Source: an optimization exercise on an open RTL-to-GDS flow (aim: small area, a short achievable clock period and few clock cycles). Production flows keep margins and buffers that such runs may drop. No functional check of the RTL was part of any run shown here.

## flow/design.v (module list and top-level ports; edited modules follow where they fit)
// module mac_dot: 1343 lines
// module mac_fa: 4 lines
// module mac_ha: 4 lines
// module mac_hai: 4 lines
// module mac_ppn: 3 lines
// module mac_ppa: 3 lines
// module mac_top: 94 lines
module mac_top (
    input  logic         CLK,
    input  logic         RSTN,
    input  logic [11:0]  mnt_i,        
    input  logic         start_i,
    output logic         done_o,
    output logic [3:0]   w_rd_o,       
    input  logic [63:0]  w_rdata_i,    
    output logic [3:0]   i_rd_o,       
    input  logic [63:0]  i_rdata_i,    
    output logic [68:0]  o_wr_o        
);
  // ...
==> flow/flow/run.sh <==
#!/bin/bash
# The standard layout with two changes:
#  - the smallest buffer on every port (repair_timing upsizes the ones on
#    critical paths)
#  - a clock tree of fewer, larger leaf clusters and no dummy loads
bash standard.sh \
  "BUFFER_PORTS_ARGS=-buffer_cell sky130_fd_sc_hd__buf_1" \
  "CTS_ARGS=-sink_clustering_enable -sink_clustering_size 24 -sink_clustering_max_diameter 80 -buf_list {sky130_fd_sc_hd__clkbuf_8 sky130_fd_sc_hd__clkbuf_16} -dont_use_dummy_load -repair_clock_nets" \
  finish > standard.log 2>&1
==> flow/standard.sh <==
#!/bin/bash
# synth_recipe.tcl (not shown) runs the flow's synth.tcl, then flattens the netlist and writes it again
# the make line also repeats each setting of config.mk as NAME=value (left out here)
make -C /OpenROAD-flow-scripts/flow DESIGN_CONFIG=/design/flow/config.mk WORK_HOME=/design/flow/orfs CLKGATE_MAP_FILE= SYNTH_SCRIPT=/design/flow/synth_recipe.tcl "${@:-finish}"
==> flow/config.mk <==
export PLATFORM = sky130hd
export DESIGN_NAME = mac_top
export DESIGN_NICKNAME = mac_top
export VERILOG_FILES = /design/flow/design.v
export SDC_FILE = /design/flow/constraint.sdc
export NUM_CORES = 4
export LEC_CHECK = 0
export CAP_MARGIN = 20
export CORE_MARGIN = 2
export CORE_UTILIZATION = 30
export SETUP_SLACK_MARGIN = 2.5
export SLEW_MARGIN = 20
export SYNTH_HIERARCHICAL = 1
==> flow/constraint.sdc <==
create_clock -name core_clock -period 5.5 [get_ports {CLK}]
set_input_delay 1.1000 -clock core_clock [delete_from_list [all_inputs] [get_ports {CLK}]]
set_output_delay 1.1000 -clock core_clock [all_outputs]
set_load 0.01 [all_outputs]
==> results.py, run 1 <==
metrics = {
    "run_status": {
        "status": "complete, no violations",
    },
    "final_layout": {
        "largest_register_ffs": 64,
        "n_fill_cell": 3314,
        "final_common_cell": "nand3_1",
        "seq_share_pct": 21.97,
        "seq_cells": 147,
    },
    "synth": {
        "muxShareOfSynthArea_pct": 0.1068,
        "ys_seq_area_share_pct": 28.45,
        "synthSimpleGateAreaFrac_pct": 18.82,
        "synth-adder-area-share_pct": 45.15,
        "yosysUniqueCellTypes": 56,
    },
    "drt": {
        "dr_wl_met3_um": 3040,
        "route.detailed.drc": 0,
        "wl_um": 31990,
    },
    "worst_setup_path": {
        "path_cells": "fa_1 > fa_1 > fa_2 > fa_2 > ha_4 > and3b_2 > a2111oi_4 > nor2_1 > xnor2_1",
        "cp_max_fo": 7,
        "critical_path.max_stage_delay_ns": 0.56,
        "regToRegEndpoint": "acc_q[63]",
        "crit_buf_inv": 0,
        "critPathLaunchType": "flip-flop",
        "worstReg2RegStart": "dot_inst.c496_q1",
    },
    "place": {
        "port_buffers": 150,
        "gp_congestion": 0.8792,
    },
    "global_routing": {
        "top_usage_layer": "met2",
    },
    "clock_tree": {
        "clock_path_buffers": 2,
        "clock_sinks": 147,
        "holdBufCountCts": 0,
    },
    "floorplan": {
        "taps": 455,
        "row_count": 68,
        "die_y_um": 191.5,
        "die_w_um": 191.5,
        "start_util_pct": 30.53,
    },
    "min_path": {
        "worstHoldStart": "first_q[0]",
    },
    "timing": {
        "finalSetupViolCount": 0,
    },
}
==> inputs of run 2 (changes only) <==
--- a/flow/config.mk
+++ b/flow/config.mk
@@ -8,6 +8,6 @@
 export CAP_MARGIN = 20
 export CORE_MARGIN = 2
 export CORE_UTILIZATION = 30
-export SETUP_SLACK_MARGIN = 2.5
+export SETUP_SLACK_MARGIN = 2.3
 export SLEW_MARGIN = 20
 export SYNTH_HIERARCHICAL = 1
==> results.py, run 2 <==
metrics = {
    "run_status": {
        "status": "complete, no violations",
    },
    "place": {
        "port_buffers": 150,
        "gp_congestion": 0.9177,
        "dp_slack_ns": 1.581,
        "placed_cells": 1464,
        "dp_hpwl_um": 23540,
    },
    "synth": {
        "synth-edff-count": 0,
        "ys_seq_area_share_pct": 28.45,
        "synth_most_common_cell": "fa_1",
        "yosys-top-cells-count": "fa_1, nand3_1, dfxtp_1",
        "synth_top_area_cell": "fa_1",
        "ys_seq_elements": 147,
        "synth-warning-count": 8,
        "syn_inst": 869,
        "synth_flop_cell": "dfxtp_1",
        "synth.area.top_cells": "fa_1, dfxtp_1, nand3_1, and3_1, nor2b_1",
        "yosysUniqueCellTypes": 56,
        "syn_avg_cell_area_sq_um": 12.14,
        "netlist.area_leader.share_pct": 42.90,
        "syn_area_sq_mm": 0.01055,
        "synthArstFlopShare_pct": 7.483,
    },
    "worst_setup_path": {
        "crit_family": "adder cells",
        "critical_path_class": "reg2reg",
        "cp.arrival_ns": 3.71,
        "path_cells": "fa_2 > fa_2 > fa_2 > fa_2 > a211o_1 > a21o_1 > a2111oi_4 > nor2_1 > xnor2_1",
        "critical_path.max_stage_delay_ns": 0.57,
        "crit_top_cell": "fa_2",
        "crit_path_end_kind": "flip-flop",
        "cp_max_fo": 3,
        "critPathLaunchType": "flip-flop",
        "required_ns": 5.80,
        "slowest_stage": "fa_2",
        "crit_buf_inv": 0,
    },
    "timing": {
        "fin_crit_ns": 3.412,
        "slew_viol_final": 0,
        "finalSetupViolCount": 0,
        "grt_setup_unrepaired": "yes",
        "tightest_slew_ns": 0.8826,
        "min_period_over_period_pct": 62.04,
        "finalSetupTns_ns": 0,
        "final.setup_skew_ns": 0.02203,
        "slew-limit-headroom_pct": 41.16,
        "hold_viol_final": 0,
        "fmax_mhz": 293.1,
        "worst_slack_ns": 2.088,
    },
    "floorplan": {
        "die_w_um": 191.5,
        "die_area_sq_mm": 0.03667,
        "die_y_um": 191.5,
        "start_util_pct": 30.53,
        "row_count": 68,
        "core_area_sq_mm": 0.03454,
        "num_io_pins": 221,
    },
    "final_layout": {
        "drive_gt1_share_pct": 16.63,
        "final_cell_mix": "nand3_1, fa_1, dfxtp_1, buf_1",
        "largest-register": "acc_q",
        "area_growth_pct": 20.05,
        "diodes": 0,
        "finalNonFillerCells": 1489,
        "reg_top3": "acc_q (64), mask_q (4)",
        "largest_register_ffs": 64,
        "seq_area_sq_mm": 0.003019,
        "layout.nets": 1424,
        "multiInputGateArea_sq_mm": 0.007591,
        "n_fill_cell": 3466,
    },
    "drt": {
        "drtPass1Iterations": 5,
        "drt_iter0_markers": 578,
        "route.detailed.drc": 0,
        "wire_per_inst_um": 20.22,
        "via_per_inst": 5.118,
        "antenna_left": 0,
        "wl_um": 30110,
        "vias": 7620,
    },
    "global_routing": {
        "antenna_found_initial": 0,
        "grt_pass1_vias": 7927,
        "grt_overflow": 0,
        "grtUsageTotal_pct": 16.80,
        "grt_max_degree": 65,
        "grt_pass1_wl_um": 46190,
    },
    "clock_tree": {
        "cts_tree": "yes",
        "cts_buffers": 17,
        "clock_path_buffers": 2,
        "clock_sinks": 147,
        "clockRootBuffer": "clkbuf_16",
        "clk_pin_slew_ns": 0.05,
        "clk_latency_ns": 0.42,
        "htreeDepth": 4,
    },
    "flow_run": {
        "maxCapViolCount": 0,
    },
    "min_path": {
        "min_path_type": "reg2reg",
    },
}
-- run 2: final timing paths --
path | start | to | slack (ns) | depth (start not counted)
worst max register to register | dot_inst.c492_q1 | acc_q[63] | 2.09 | 9
worst max-delay path | dot_inst.c492_q1 | acc_q[63] | 2.09 | 9
min in group asynchronous | RSTN | row_q[0] | 0.69 | 1
max in group asynchronous | RSTN | busy_q | 4.37 | 1
worst min register to register | first_q[0] | first_q[1] | 0.32 | 0
worst min-delay path | first_q[0] | first_q[1] | 0.32 | 0
-- run 2: per-stage QoR --
step / hold slack (ns) / utilization [%] / cell area (sq um)
after floorplan: 0.3096 / - / 10650
after global placement: 0.3143 / 33.95 / 11730
after detailed placement: 0.3143 / 33.95 / 11730
after CTS: 0.3250 / 35.69 / 12330
after global routing: 0.3281 / 36.65 / 12660
final: 0.3225 / 36.65 / 12660
-- run 2: timing repair --
action                     4_1_cts  5_1_grt
setup buffers                    2        6
gates resized for setup         84      108
setup endpoints to repair       51       22
pin swaps                       11       24
hold buffers                     0        0
-- run 2: modules after synthesis (local to each module, per instance) --
| module | times used | flip-flops and latches |
|---|---|---|
| mac_ha | 1 | 0 |
| mac_top | 1 | 84 |
| mac_ppn | 200 | 0 |
| mac_fa | 225 | 0 |
| mac_dot | 1 | 63 |
| mac_hai | 3 | 0 |
| mac_ppa | 56 | 0 |
-- run 2: final cells by class --
cell class                      count  area share, %
Clock buffer                       17          3.360
Inverter                           27         0.8005
Multi-Input combinational cell    683          59.96
Sequential cell                   147          23.85
Tap cell                          455          4.496
Timing Repair Buffer              160          7.540
-- run 2: kinds of logic (layout without fill, tap and decap cells) --
logic type	Yosys count	count (layout)	share of synthesized area [%]
simple gates	358	358	18.82
fa+ha+maj	245	245	45.15
compound gates	46	46	3.215
mux	1	1	0.1068
other cells	2	4	0.07121
flops	147	147	28.45
buf+inv	41	204	1.649
xor+xnor	29	29	2.539
-- run 2: routing by layer --
layer,up-vias,global-route usage [%],wire length (um)
met4,0,4.763,552
met2,428,25.56,13500
met3,50,4.773,3361
met5,-,0,0
met1,3852,23.32,12690
li1,3290,-,-

re-timing with driven ports:
How much do the figures lean on ideal ports? The routed layouts below were timed once more, with nothing changed but the port constraints. Step 1: set_driving_cell puts a clkbuf_16 on CLK and a buf_2 on each other input, an assumption about the parent block. Step 2 times the ports against the registers' clock, not the clock port: input delays grow and output delays shrink by t, the midpoint of the rising clock arrivals with the driver on. a / b / c = ideal / step 1 / step 2; a / b = the first two.
run	t, ns	slack for setup (ns)	worst register clock-pin slew, ns	cell pins on the clock port's net
run 1	0.449	2.118 / 2.118 / 1.866	0.06 / 0.06	1
run 2	0.449	2.088 / 2.088 / 1.854	0.06 / 0.06	1
After both steps every run listed still meets setup and hold. The setup slack of run 1, which loses most, moves by 0.000 ns with the drivers and by -0.252 ns with both steps.
